What follows belongs to an exercise in optimizing a design on an open flow for small area, a short achievable clock period and few clock cycles; a production flow would make more cautious choices.
RTL that was checked went through simulation tests only; none was proved equivalent to the original.
No activity file was given, so power comes from the tool's default toggle rates.

==> flow/design.v <==
package esd_pkg;
  localparam logic [1:0] KIND_CHAR  = 2'd0;
  localparam logic [1:0] KIND_SLICE = 2'd1;
  localparam logic [1:0] KIND_ERROR = 2'd2;
  localparam logic [1:0] KIND_DONE  = 2'd3;
  localparam logic [1:0] NUM_OCT = 2'd0;
  localparam logic [1:0] NUM_X   = 2'd1;
  localparam logic [1:0] NUM_U   = 2'd2;
endpackage
import esd_pkg::*;
module escape_sequence_decoder (
  input  logic        clk,
  input  logic        rst,
  input  logic        chars_valid,
  output logic        chars_ready,
  input  logic [15:0] chars_char_code,
  input  logic        chars_end_of_string,
  output logic        results_valid,
  input  logic        results_ready,
  output logic [1:0]  results_kind,
  output logic [15:0] results_out_char,
  output logic [15:0] results_slice_start,
  output logic [15:0] results_slice_length,
  output logic [2:0]  results_error_code,
  output logic        results_last,
  input  logic        cfg_valid,
  output logic        cfg_ready,
  input  logic        cfg_interpolation_enable
);
  logic        h_valid;
  logic [15:0] h_c;
  logic        h_eos;
  logic        k_bs, k_lb, k_rb, k_oct, k_hex, k_esc, k_enum, k_eu;
  logic        s_valid;
  logic [15:0] s_c;
  logic        s_eos;
  logic        interp;
  logic        m_nrm, m_esc, m_num, m_brc, m_err;
  logic        n_oct;
  logic [1:0]  n_rem;
  logic        n_seen;
  logic [15:0] nb;
  logic [15:0] pos;
  logic [15:0] blen;
  logic        r_valid;
  logic [1:0]  r_kind;
  logic [15:0] r_data;      
  logic [2:0]  r_err;       
  logic        r_slice;     
  logic        r_slice2;    
  logic        r_last;
  logic        p_char;      
  logic        p_slice;     
  logic        p_err;       
  logic [1:0]  p_code;
  logic        p_done;      
  assign cfg_ready = 1'b1;
  assign chars_ready = !s_valid;
  assign results_valid = r_valid;
  assign results_kind = r_kind;
  assign results_last = r_last;
  assign results_out_char = r_data;
  assign results_error_code = r_err;
  assign results_slice_start = r_slice ? nb : 16'd0;
  assign results_slice_length = r_slice2 ? blen : 16'd0;
  logic [3:0]  dig;
  logic        dg;
  logic [15:0] nshift;
  logic [15:0] pos1;
  logic [15:0] blen1;
  logic [15:0] map;
  logic        pend;
  logic        resume;
  logic        a_has, a_err;
  logic [15:0] a_data;
  logic [2:0]  a_code;
  logic        b_has, c_has, d_has;
  logic [1:0]  d_code;
  logic        zero;
  logic        to_esc, to_num, to_brc, to_err, to_nrm;
  always_comb begin
    if (!h_c[6]) begin
      dig = h_c[3:0];
    end else begin
      case (h_c[2:0])
        3'd1: dig = 4'd10;
        3'd2: dig = 4'd11;
        3'd3: dig = 4'd12;
        3'd4: dig = 4'd13;
        3'd5: dig = 4'd14;
        default: dig = 4'd15;
      endcase
    end
    dg = n_oct ? k_oct : k_hex;
    nshift = n_oct ? {nb[12:0], h_c[2:0]} : {nb[11:0], dig};
    for (int i = 0; i < 16; i++) begin
      pos1[i] = pos[i] ^ (&(pos | ~(16'hFFFF >> (16 - i)))) | (&pos);
      blen1[i] = blen[i] ^ (&(blen | ~(16'hFFFF >> (16 - i)))) | (&blen);
    end
    map = h_c;
    if (h_c[6:0] == 7'h74) map = 16'h0009;
    else if (h_c[6:0] == 7'h6E) map = 16'h000A;
    else if (h_c[6:0] == 7'h72) map = 16'h000D;
    pend = p_char || p_slice || p_err || p_done;
    resume = m_num && !dg && n_seen;
    a_has = m_nrm && !k_bs || m_esc && !k_enum ||
            m_num && (!dg || n_rem == 2'd0) || m_brc;
    a_err = m_esc && !k_esc && !k_enum || m_num && !dg && !n_seen ||
            m_num && dg && n_rem == 2'd0 && n_oct && nb[5];
    if (m_esc) a_data = map;
    else if (m_num && dg) a_data = nshift;
    else if (m_num) a_data = nb;
    else a_data = h_c;
    a_code = m_esc ? 3'd2 : (dg ? 3'd4 : 3'd3);
    b_has = resume && !k_bs;
    c_has = m_brc && k_rb;
    to_esc = (m_nrm || resume) && k_bs;
    to_brc = (m_nrm || resume) && k_lb && interp || m_brc && !k_rb;
    to_num = m_esc && k_enum || m_num && dg && n_rem != 2'd0;
    to_err = m_err || a_err;
    to_nrm = !(to_esc || to_brc || to_num || to_err);
    d_has = h_eos && (to_esc || to_num || to_brc);
    d_code = to_esc ? 2'd1 : (to_num ? 2'd3 : 2'd0);
    zero = !(a_has || h_eos);
  end
  logic r_free;
  logic consume;
  logic accept;
  logic emit_b;
  assign r_free = !r_valid || results_ready;
  assign consume = r_free && h_valid && (!pend || zero && !p_slice);
  assign accept = chars_valid && !s_valid;
  assign emit_b = r_free && p_char;
  logic [15:0] in_c;
  logic        in_hi0;
  logic        in_oct;
  assign in_c = s_valid ? s_c : chars_char_code;
  assign in_hi0 = (in_c[15:7] == 9'd0);
  assign in_oct = in_hi0 && in_c[6:3] == 4'b0110;
  always_ff @(posedge clk) begin
    if (rst) begin
      h_valid <= 1'b0;
      s_valid <= 1'b0;
    end else if (consume) begin
      h_valid <= s_valid | accept;
      s_valid <= 1'b0;
    end else if (accept) begin
      h_valid <= 1'b1;
      s_valid <= h_valid;
    end
  end
  always_ff @(posedge clk) begin
    if (consume || !h_valid) begin
      h_c <= in_c;
      h_eos <= s_valid ? s_eos : chars_end_of_string;
      k_bs <= in_hi0 && in_c[6:0] == 7'h5C;
      k_lb <= in_hi0 && in_c[6:0] == 7'h7B;
      k_rb <= in_hi0 && in_c[6:0] == 7'h7D;
      k_oct <= in_oct;
      k_hex <= in_hi0 && (in_c[6:4] == 3'b011 && (!in_c[3] || in_c[2:1] == 2'b00) ||
                          in_c[6] && in_c[4:3] == 2'b00 && in_c[2:0] != 3'd0 && in_c[2:0] != 3'd7);
      k_esc <= in_hi0 && (in_c[6:0] == 7'h74 || in_c[6:0] == 7'h6E || in_c[6:0] == 7'h72 ||
                          in_c[6:0] == 7'h22 || in_c[6:0] == 7'h27 || in_c[6:0] == 7'h7B ||
                          in_c[6:0] == 7'h5C);
      k_enum <= in_oct || in_hi0 && (in_c[6:0] == 7'h78 || in_c[6:0] == 7'h58 ||
                                     in_c[6:0] == 7'h75 || in_c[6:0] == 7'h55);
      k_eu <= in_c[6:0] == 7'h75 || in_c[6:0] == 7'h55;
    end
    if (!s_valid) begin
      s_c <= chars_char_code;
      s_eos <= chars_end_of_string;
    end
  end
  always_ff @(posedge clk) begin
    if (rst) begin
      interp <= 1'b0;
    end else if (cfg_valid) begin
      interp <= cfg_interpolation_enable;
    end
  end
  always_ff @(posedge clk) begin
    if (rst) begin
      m_nrm <= 1'b1;
      m_esc <= 1'b0;
      m_num <= 1'b0;
      m_brc <= 1'b0;
      m_err <= 1'b0;
    end else if (consume) begin
      m_nrm <= to_nrm || h_eos;
      m_esc <= to_esc && !h_eos;
      m_num <= to_num && !h_eos;
      m_brc <= to_brc && !h_eos;
      m_err <= to_err && !h_eos;
    end
  end
  always_ff @(posedge clk) begin
    if (rst) begin
      pos <= 16'd0;
    end else if (consume && (h_eos || a_has && !a_err) || emit_b && !p_done) begin
      pos <= (h_eos && !p_char) ? 16'd0 : pos1;
    end
  end
  always_ff @(posedge clk) begin
    if (consume && (m_esc || m_num)) begin
      n_oct <= m_esc ? k_oct : n_oct;
      n_rem <= m_esc ? (k_eu ? 2'd3 : 2'd1) : n_rem - 2'd1;
      n_seen <= m_esc ? k_oct : 1'b1;
    end
    if (consume) begin
      blen <= m_brc ? blen1 : 16'd1;
    end
  end
  always_ff @(posedge clk) begin
    if (p_char ? (r_free && m_brc) : (consume && !m_brc)) begin
      if (p_char || !(m_esc || m_num)) nb <= pos;
      else if (m_esc) nb <= {13'd0, k_oct ? h_c[2:0] : 3'd0};
      else if (dg) nb <= nshift;
      else nb <= h_c;
    end
  end
  logic        nx_valid;
  logic [1:0]  nx_kind;
  logic [15:0] nx_data;
  logic [2:0]  nx_err;
  logic        nx_slice;
  logic        nx_last;
  always_comb begin
    nx_valid = 1'b1;
    nx_kind = KIND_DONE;
    nx_data = 16'd0;
    nx_err = 3'd0;
    nx_slice = 1'b0;
    nx_last = 1'b1;
    if (p_char) begin
      nx_kind = KIND_CHAR;
      nx_data = nb;
      nx_last = !(p_err || p_done);
    end else if (p_slice) begin
      nx_kind = KIND_SLICE;
      nx_slice = 1'b1;
      nx_last = !(p_err || p_done);
    end else if (p_err) begin
      nx_kind = KIND_ERROR;
      nx_err = {1'b0, p_code};
      nx_last = 1'b0;
    end else if (p_done) begin
      nx_kind = KIND_DONE;
    end else if (!h_valid || zero) begin
      nx_valid = 1'b0;
    end else if (a_has && a_err) begin
      nx_kind = KIND_ERROR;
      nx_err = a_code;
      nx_last = !h_eos;
    end else if (a_has) begin
      nx_kind = KIND_CHAR;
      nx_data = a_data;
      nx_last = !(b_has || c_has || h_eos);
    end else if (d_has) begin
      nx_kind = KIND_ERROR;
      nx_err = {1'b0, d_code};
      nx_last = 1'b0;
    end
  end
  always_ff @(posedge clk) begin
    if (rst) begin
      r_valid <= 1'b0;
    end else if (r_free) begin
      r_valid <= nx_valid;
    end
  end
  always_ff @(posedge clk) begin
    if (rst) begin
      r_slice2 <= 1'b0;
    end else if (r_free) begin
      r_slice2 <= nx_slice;
    end
  end
  always_ff @(posedge clk) begin
    if (r_free) begin
      r_kind <= nx_kind;
      r_data <= nx_data;
      r_err <= nx_err;
      r_slice <= nx_slice;
      r_last <= nx_last;
    end
  end
  always_ff @(posedge clk) begin
    if (rst) begin
      p_char <= 1'b0;
      p_slice <= 1'b0;
      p_err <= 1'b0;
      p_done <= 1'b0;
    end else if (r_free) begin
      if (p_char) begin
        p_char <= 1'b0;
      end else if (p_slice) begin
        p_slice <= 1'b0;
      end else if (p_err) begin
        p_err <= 1'b0;
      end else if (p_done) begin
        p_done <= 1'b0;
      end else if (h_valid && !zero) begin
        if (a_has) begin
          p_char <= b_has;
          p_slice <= c_has;
          p_err <= d_has;
          p_done <= h_eos;
        end else begin
          p_done <= d_has;
        end
      end
    end
  end
  always_ff @(posedge clk) begin
    if (r_free && !pend) p_code <= d_code;
  end
endmodule
export LEC_CHECK = 0
export CAP_MARGIN = 20
export CORE_MARGIN = 2
export CORE_UTILIZATION = 65
export CTS_BUF_LIST = sky130_fd_sc_hd__clkbuf_4 sky130_fd_sc_hd__clkbuf_8
export CTS_CLUSTER_SIZE = 30
export SETUP_SLACK_MARGIN = 4.6
export SLEW_MARGIN = 20
create_clock -name core_clock -period 7.5 [get_ports {clk}]
standard.sh (not shown) runs the stock make flow with config.mk's settings and CLKGATE_MAP_FILE= SYNTH_SCRIPT=/design/flow/synth_recipe.tcl, a recipe that flattens the netlist after the stock synthesis.
==> flow/flow/run.sh <==
#!/bin/bash
# The standard layout, with every port buffered by a plain buffer (buf_4 on outputs and
# inputs) instead of the resizer's default pick, a slow delay cell.
set -euo pipefail
export BUFFER_PORTS_ARGS="-buffer_cell sky130_fd_sc_hd__buf_4"
bash standard.sh > standard.log 2>&1
Testbench counts at the start, summed over its fixed seeds: cycles 30,784.
==> next run, changes <==
--- a/flow/design.v
+++ b/flow/design.v
@@ -49,4 +49,5 @@
   logic        r_slice;     
   logic        r_slice2;    
+  logic        r_slice3;    
   logic        r_last;
   logic        p_char;      
@@ -62,5 +63,5 @@
   assign results_out_char = r_data;
   assign results_error_code = r_err;
-  assign results_slice_start = r_slice ? nb : 16'd0;
+  assign results_slice_start = {r_slice3 ? nb[15:8] : 8'd0, r_slice ? nb[7:0] : 8'd0};
   assign results_slice_length = r_slice2 ? blen : 16'd0;
   logic [3:0]  dig;
@@ -272,6 +273,8 @@
     if (rst) begin
       r_slice2 <= 1'b0;
+      r_slice3 <= 1'b1;
     end else if (r_free) begin
       r_slice2 <= nx_slice;
+      r_slice3 <= nx_slice;
     end
   end
After rerunning: The new run completed without violations. Synthesized cell count increases by 1.2%. Die area increases by 0.52%. Worst setup slack degrades by 0.024 ns. Global-route usage increases by 0.72 points. Clock-buffer cell count increases by 1. Wire length increases by 2.6%. Via count increases by 3.8%. Total power decreases by 4.5%. Final cell count increases by 1.5%. Clock skew stays flat. Non-clock buffer count is unchanged.
For the second run of this note, only the layout was checked, not whether the RTL still works.

[separate check: timing with driven ports]
How much do the figures lean on ideal ports? The routed layouts below were timed once more, with nothing changed but the port constraints. Step 1 assumes that a clkbuf_16 drives the clock port and a buf_2 every other input. Step 2 adds t to the input delays and takes it off the output delays; t is the mean of the earliest and latest rising clock arrival at the registers after step 1. Input paths then give back, and output paths get back, about the clock's delay inside the block. Slacks: ideal / step 1 / step 2; pairs: ideal / step 1.
run | t, ns | slack for setup (ns) | worst hold slack (ns) | worst setup path after step 2 | clock arrival spread, ns
the first run | 0.471 | 4.659 / 4.625 / 4.226 | 0.479 / 0.479 / 0.479 | input to register | 0.011 / 0.011
the second run | 0.482 | 4.636 / 4.603 / 4.247 | 0.486 / 0.486 / 0.486 | input to register | 0.012 / 0.012
After both steps every run listed still meets setup and hold. The setup slack of the first run, which loses most, moves by -0.034 ns with the drivers and by -0.433 ns with both steps.
